Context: an optimization exercise on an open-source flow, tuned for small area and a short achievable clock period. The choices shown serve that exercise and are no tape-out recipe.
RTL that was checked went through simulation tests only; none was proved equivalent to the original.
Function not checked in run 1: the RTL went through the layout flow alone.

==> flow/design.v (outline; a module is shown in full before it is edited, if it fits) <==
// module iq_upconverter: 1260 lines
module iq_upconverter (
  input  logic        clk,
  input  logic        rstn,
  input  logic        en,
  input  logic [11:0] i_data,
  input  logic [11:0] q_data,
  output logic        if_valid,
  output logic [11:0] if_data
);
  // ...
==> flow/flow/run.sh <==
#!/bin/bash
# Layout: the standard ORFS flow (standard.sh), with two changes:
#  - the port buffers are sky130_fd_sc_hd__buf_4 cells instead of the
#    resizer's default choice (a delay cell);
#  - the repair steps may resize a cell to any drive strength, not only to a
#    cell with the same footprint.
# The output of each tool goes to the ORFS logs under orfs/logs; make's own
# output goes to standard.log here.
set -euo pipefail
bash standard.sh MATCH_CELL_FOOTPRINT=0 \
  "BUFFER_PORTS_ARGS=-buffer_cell sky130_fd_sc_hd__buf_4" \
  finish > standard.log 2>&1
==> flow/standard.sh <==
#!/bin/bash
# synth_recipe.tcl (not shown) runs the flow's synth.tcl, then flattens the netlist and writes it again
# the make line also repeats each setting of config.mk as NAME=value (left out here)
make -C /OpenROAD-flow-scripts/flow DESIGN_CONFIG=/design/flow/config.mk WORK_HOME=/design/flow/orfs CLKGATE_MAP_FILE= SYNTH_SCRIPT=/design/flow/synth_recipe.tcl "${@:-finish}"
==> flow/config.mk <==
export PLATFORM = sky130hd
export DESIGN_NAME = iq_upconverter
export DESIGN_NICKNAME = iq_upconverter
export VERILOG_FILES = /design/flow/design.v
export SDC_FILE = /design/flow/constraint.sdc
export NUM_CORES = 4
export LEC_CHECK = 0
export CAP_MARGIN = 20
export CORE_MARGIN = 2
export CORE_UTILIZATION = 40
export SETUP_SLACK_MARGIN = 3.6
export SLEW_MARGIN = 20
==> flow/constraint.sdc <==
create_clock -name core_clock -period 6.0 [get_ports {clk}]
set_input_delay 1.2000 -clock core_clock [delete_from_list [all_inputs] [get_ports {clk}]]
set_output_delay 1.2000 -clock core_clock [all_outputs]
set_load 0.01 [all_outputs]
==> out/qor.yml, run 1 <==
layout:
  nClkBuffers: 19
  final_area_um2: 14930
  fillers: 2741
  largest_class: "multi-input combinational cells"
  mostFrequentLayoutCells: "dfxtp_1 (143), inv_1 (121), xnor2_1 (116), fa_1 (89), a22oi_2 (79)"
  largest_reg_flops: 12
  multi_input_area_share_pct: 53.95
  buf_share_pct: 7.485
sta:
  worst_slack_ns: 3.543
  finalSetupViolCount: 0
  final.min_clock_period_ns: 2.457
  worst_pin_slew_ns: 0.8796
logic_synthesis:
  syn_area_um2: 12140
  synth_xor_xnor_area_share_pct: 13.62
  ys_seq_elements: 192
  synthDistinctLibCells: 69
  synth-simple-area-share_pct: 4.792
  synthesis.instances: 1183
  synth_common_cells: "dfxtp_1 (147), inv_1 (145), a22oi_1 (135)"
worst_setup_path:
  cp-endpoint: "bo1[3]"
  cp_slowest_stage_delay_ns: 0.47
status:
  outcome: "timing/DRC/antenna clean"
floorplan:
  coreArea_um2: 29800
  boundaryPins: 40
global_routing:
  grt_antenna_before_repair: 0
==> inputs of run 2 (changes only) <==
--- a/flow/design.v
+++ b/flow/design.v
@@ -8,18 +8,16 @@
   output logic        if_valid,
   output logic [11:0] if_data
 );
   logic [1:0]  q;
   logic [3:0]  ms;
   logic [5:0]  phase, phase_nx;
   assign phase    = {q, ms ^ {4{q[0]}}};
   assign phase_nx = phase + 6'd1;
-  logic [1:0]  q_n;      
-  logic [3:0]  ms_n;
   logic        v1, v2;   
   logic [5:0]  bo0, bt0, bn0, bo1, bt1, bn1;
   logic pp0_0_0;
   logic pp0_0_1;
   logic pp0_0_2;
   logic pp0_0_3;
   logic pp0_0_4;
   logic pp0_0_5;
@@ -597,31 +595,30 @@
   always_ff @(posedge clk or negedge rstn) begin
     if (!rstn) begin
       q        <= 2'd0;
       ms       <= 4'd0;
       v1       <= 1'b0;
       v2       <= 1'b0;
       if_valid <= 1'b0;
     end else begin
-      q  <= q_n;
-      ms <= ms_n;
+      if (en) begin
+        q  <= phase_nx[5:4];
+        ms <= phase_nx[3:0] ^ {4{phase_nx[4]}};
+      end
       v1       <= en;
       v2       <= v1;
       if_valid <= v2;
     end
   end
-  assign q_n  = en ? phase_nx[5:4] : q;
-  assign ms_n = en ? (phase_nx[3:0] ^ {4{phase_nx[4]}}) : ms;
-  logic [3:0] mc, mr;
+  logic [3:0] mc;
   logic       sc, s1;
-  assign mr = ms_n;
-  assign mc = ~ms_n;
-  assign sc = q_n[1] ^ q_n[0];
-  assign s1 = ~q_n[1];
+  assign mc = ~ms;
+  assign sc = q[1] ^ q[0];
+  assign s1 = ~q[1];
   logic [5:0] mo_c, mt_c, mn_c, mo_s, mt_s, mn_s;
   always_comb begin
     case (mc)
       4'd0: begin mo_c = 6'b000010; mt_c = 6'b001100; mn_c = 6'b000100; end
       4'd1: begin mo_c = 6'b011110; mt_c = 6'b000000; mn_c = 6'b000110; end
       4'd2: begin mo_c = 6'b000101; mt_c = 6'b010000; mn_c = 6'b000100; end
       4'd3: begin mo_c = 6'b111110; mt_c = 6'b000001; mn_c = 6'b011101; end
       4'd4: begin mo_c = 6'b110111; mt_c = 6'b001000; mn_c = 6'b010111; end
@@ -635,17 +632,17 @@
       4'd12: begin mo_c = 6'b000001; mt_c = 6'b101010; mn_c = 6'b001001; end
       4'd13: begin mo_c = 6'b001010; mt_c = 6'b100001; mn_c = 6'b001001; end
       4'd14: begin mo_c = 6'b000101; mt_c = 6'b100010; mn_c = 6'b000110; end
       4'd15: begin mo_c = 6'b000011; mt_c = 6'b100000; mn_c = 6'b000010; end
       default: begin mo_c = '0; mt_c = '0; mn_c = '0; end
     endcase
   end
   always_comb begin
-    case (mr)
+    case (ms)
       4'd0: begin mo_s = 6'b000010; mt_s = 6'b001100; mn_s = 6'b000100; end
       4'd1: begin mo_s = 6'b011110; mt_s = 6'b000000; mn_s = 6'b000110; end
       4'd2: begin mo_s = 6'b000101; mt_s = 6'b010000; mn_s = 6'b000100; end
       4'd3: begin mo_s = 6'b111110; mt_s = 6'b000001; mn_s = 6'b011101; end
       4'd4: begin mo_s = 6'b110111; mt_s = 6'b001000; mn_s = 6'b010111; end
       4'd5: begin mo_s = 6'b100010; mt_s = 6'b000100; mn_s = 6'b000010; end
       4'd6: begin mo_s = 6'b111011; mt_s = 6'b000000; mn_s = 6'b001001; end
       4'd7: begin mo_s = 6'b111001; mt_s = 6'b000100; mn_s = 6'b000001; end
@@ -655,25 +652,22 @@
       4'd11: begin mo_s = 6'b011010; mt_s = 6'b100001; mn_s = 6'b010011; end
       4'd12: begin mo_s = 6'b000001; mt_s = 6'b101010; mn_s = 6'b001001; end
       4'd13: begin mo_s = 6'b001010; mt_s = 6'b100001; mn_s = 6'b001001; end
       4'd14: begin mo_s = 6'b000101; mt_s = 6'b100010; mn_s = 6'b000110; end
       4'd15: begin mo_s = 6'b000011; mt_s = 6'b100000; mn_s = 6'b000010; end
       default: begin mo_s = '0; mt_s = '0; mn_s = '0; end
     endcase
   end
-  always_ff @(posedge clk or negedge rstn) begin
-    if (!rstn) begin
-      bo0 <= 6'b000011; bt0 <= 6'b100000; bn0 <= 6'b000010;
-      bo1 <= 6'b000010; bt1 <= 6'b001100; bn1 <= 6'b111011;
-    end else begin
-      bo0 <= mo_c; bt0 <= mt_c; bn0 <= mn_c ^ {6{sc}};
-      bo1 <= mo_s; bt1 <= mt_s; bn1 <= mn_s ^ {6{s1}};
-    end
-  end
+  assign bo0 = mo_c;
+  assign bt0 = mt_c;
+  assign bn0 = mn_c ^ {6{sc}};
+  assign bo1 = mo_s;
+  assign bt1 = mt_s;
+  assign bn1 = mn_s ^ {6{s1}};
   assign pp0_0_0 = ((bo0[0] & i_data[0])) ^ bn0[0];
   assign pp0_0_1 = ((bo0[0] & i_data[1]) | (bt0[0] & i_data[0])) ^ bn0[0];
   assign pp0_0_2 = ((bo0[0] & i_data[2]) | (bt0[0] & i_data[1])) ^ bn0[0];
   assign pp0_0_3 = ((bo0[0] & i_data[3]) | (bt0[0] & i_data[2])) ^ bn0[0];
   assign pp0_0_4 = ((bo0[0] & i_data[4]) | (bt0[0] & i_data[3])) ^ bn0[0];
   assign pp0_0_5 = ((bo0[0] & i_data[5]) | (bt0[0] & i_data[4])) ^ bn0[0];
   assign pp0_0_6 = ((bo0[0] & i_data[6]) | (bt0[0] & i_data[5])) ^ bn0[0];
   assign pp0_0_7 = ((bo0[0] & i_data[7]) | (bt0[0] & i_data[6])) ^ bn0[0];
==> flow/config.mk (replaced) <==
export PLATFORM = sky130hd
export DESIGN_NAME = iq_upconverter
export DESIGN_NICKNAME = iq_upconverter
export VERILOG_FILES = /design/flow/design.v
export SDC_FILE = /design/flow/constraint.sdc
export NUM_CORES = 4
export LEC_CHECK = 0
export CAP_MARGIN = 20
export CORE_MARGIN = 2
export CORE_UTILIZATION = 40
export SETUP_SLACK_MARGIN = 3.3
export SLEW_MARGIN = 20
==> run 2 against run 1 <==
Wire length increased by 0.89%. Die area decreased by 8.8%. Flip-flop and latch count decreased by 36. Worst setup slack got worse by 0.52 ns. First-iteration DRC count increased by 31%. Maximum frequency decreased by 17%. Non-clock buffer count increased by 68. Synthesized cell count decreased by 8.3%. Highest routed layer unchanged.
==> out/qor.yml, run 2 <==
status:
  outcome: "timing/DRC/antenna clean"
layout:
  regMostFlops: "if_data"
  layout_commonest_cell: "dfxtp_1"
  mostFrequentLayoutCells: "dfxtp_1 (147), buf_4 (126), fa_1 (106), inv_1 (94), xnor2_1 (86)"
  diodes: 0
  largest_reg_flops: 12  # unchanged
  areaGrowthSynthToFinish_pct: 30.79
  final_nets: 1376
  utilization_pct: 53.48
  drive_above_1_share_pct: 31.47
  reg.largest.list: "if_data x12, ms x4, q x2"
sta:
  finalSetupViolCount: 0  # unchanged
  relSlewSlack_pct: 59.15
  final.min_clock_period_ns: 2.975  # +0.5183 ns
  setup_tns_ns: 0
  hold_viol_final: 0
  slew_viol_final: 0
  worst_slack_ns: 3.025  # -0.5183 ns
  worst_pin_slew_ns: 0.6128  # -0.2668 ns
  skew_ns: 0.02166
  rsz0062_at_grt: "true"
  maxClockFrequency_ghz: 0.3361
  period_share_pct: 49.59
clock_tree:
  cts_tree: "yes"
  htree_levels: 4
  cts-root-buf: "clkbuf_16"
  clock-sinks: 156
  clk_pin_slew_worst_paths_ns: 0.08
  clock_latency_ns: 0.44
  cts_buffer_depth: 2
  cts_made_buffers: 17
worst_setup_path:
  startpoint_type: "flop"
  crit_arrival_ns: 3.28
  crit_required_ns: 6.31
  crit_path_end_kind: "flop"
  crit_path_start: "ms[0]"
  r2r_slack_ns: 3.02
  crit_fanout: 10
  worstSetupPathType: "flop to flop"
  worstReg2RegStart: "ms[0]"
global_routing:
  grt_pass1_wl_um: 49470
  grt_max_degree: 30
  grt_antenna_before_repair: 0  # unchanged
  grt-ovfl-total: 0
  grt.total_usage_pct: 22.23
  grt_pass1_vias: 8824
placed_design:
  dp_hpwl_um: 20390
  io_buffers: 39
  place_congestion: 0.8857
  place_ws_ns: 1.859
logic_synthesis:
  yosysTopAreaCell: "dfxtp_1"
  async_reset_ff_share_pct: 5.769
  synth_edf_count: 0
  synth.avg_cell_area_um2: 10.18
  synth_area_leaders: "dfxtp_1 (27%), fa_1 (22%), a22oi_1 (8.3%)"
  synth_top_area_share_pct: 26.63
  synthesis.instances: 1085  # -8.3%
  syn_area_um2: 11050  # -9.0%
  synthDistinctLibCells: 63  # -8.7%
  synth_ff_type: "dfxtp_1"
  yosysMostFrequentCell: "dfxtp_1"
  yosys_warnings: 1
  ys_seq_elements: 156  # -19%
  synth_nets: 1273
  ys_seq_area_share_pct: 28.67
  synth_common_cells: "dfxtp_1 (147), fa_1 (124), a22oi_1 (122)"
floorplan:
  initial_core_util_pct: 40.89
  rows: 60
  boundaryPins: 40  # unchanged
  fp.dieArea_um2: 28970
  die_w_um: 170.2
  coreArea_um2: 27030  # -9.3%
  die_y_um: 170.2
detailed_routing:
  drc: 0
  drt-initial-drc-count: 868
  num_vias: 8532
  drt-vias-per-instance: 5.533
  drt-total-wl_um: 31280
  wl_per_cell_um: 20.28
  drtPass1Iterations: 5
  ant_nets: 0
job:
  cap_violations: 0
worst_hold_path:
  hp-class: "flop to flop"
  min_from: "s1_0_0"
## run 2: what timing repair did
| item | in CTS | in global routing |
|---|---|---|
| gates resized for setup | 108 | 64 |
| cloned | 3 | 1 |
| endpoints found under the hold margin | 0 | 0 |
| setup buffers | 74 | 34 |
| endpoints found under the setup margin | 92 | 71 |
| pin swaps | 40 | 9 |
| hold buffers | 0 | 0 |
## run 2: layout make-up
class	count	area, µm²
clock buffers	17	425.4
flip-flops and latches	156	3184
well taps	341	426.7
fillers	2337	12570
repair buffers	165	1662
multi-input cells	742	8167
inverters	106	425.4
clock inverters	15	162.7
## run 2: critical path, stage by stage, from the launching register on
cell and delay [ns]:
dfrtp_4 0.52, buf_12 0.16, or3_4 0.40, a21oi_4 0.17, a31oi_4 0.07, buf_6 0.18
a22oi_2 0.21, xnor2_2 0.11, fa_2 0.59, fa_1 0.42
## run 2: logic make-up (layout without fill, tap and decap cells)
kind of cell,after synthesis,in the layout,share of synthesized area (%)
AND/OR/NAND/NOR,127,127,5.673
flip-flops,156,156,28.67
adder cells (fa/ha/maj),161,161,26.65
multiplexers,5,5,0.5661
buffers and inverters,187,303,6.839
AO/OA/AOI/OAI,265,265,16.54
XOR/XNOR,184,184,15.06
## run 2: routing by layer
metal  global-route usage, %  part of all wire (%)
met5                       0                     0
met4                   8.175                   3.7
met3                   4.302                   6.9
met2                   35.56                    46
met1                   29.96                    43
## run 2: stage by stage
step / hold slack, ns / instances / area, µm²
floorplan: 0.3096 / 1085 / 11630
global placement: 0.3103 / 1398 / 11890
detailed placement: 0.3121 / 1398 / 11920
CTS: 0.3294 / 1507 / 13860
global route: 0.3364 / 1542 / 14450
finish: 0.3277 / 1542 / 14450
## run 2: path summary, 6_finish.rpt
path | endpoint | cells after the start
min in group asynchronous | q[0] | 1
worst max-delay path | s1_11_3 | 9
worst min register to register | s2_0_0 | 0
worst max register to register | s1_11_3 | 9
worst min-delay path | s2_0_0 | 0
max in group asynchronous | ms[3] | 1

## static timing again, ports no longer ideal
The results above use ideal ports. As a check the final layouts listed here were re-extracted and re-timed, cells and wires unchanged. Step 1, drivers: a clkbuf_16 drives clk and a buf_2 each remaining input, both assumed. Step 2 adds t to the input delays and takes it off the output delays; t is the mean of the earliest and latest rising clock arrival at the registers after step 1. Input paths then give back, and output paths get back, about the clock's delay inside the block. Slacks: no drivers / after step 1 / after step 2; pairs: no drivers / after step 1.
run | t (ns) | setup WS [ns] | worst hold slack (ns) | worst data-port slew with drivers (ns) | pins driven straight from the clock port
run 1 | 0.484 | 3.543 / 3.475 / 2.991 | 0.327 / 0.327 / 0.327 | 0.18 | 1
run 2 | 0.482 | 3.025 / 3.025 / 2.799 | 0.328 / 0.328 / 0.328 | 0.06 | 1
After both steps every run listed still meets setup and hold. The setup slack of run 1, which loses most, moves by -0.068 ns with the drivers and by -0.552 ns with both steps.
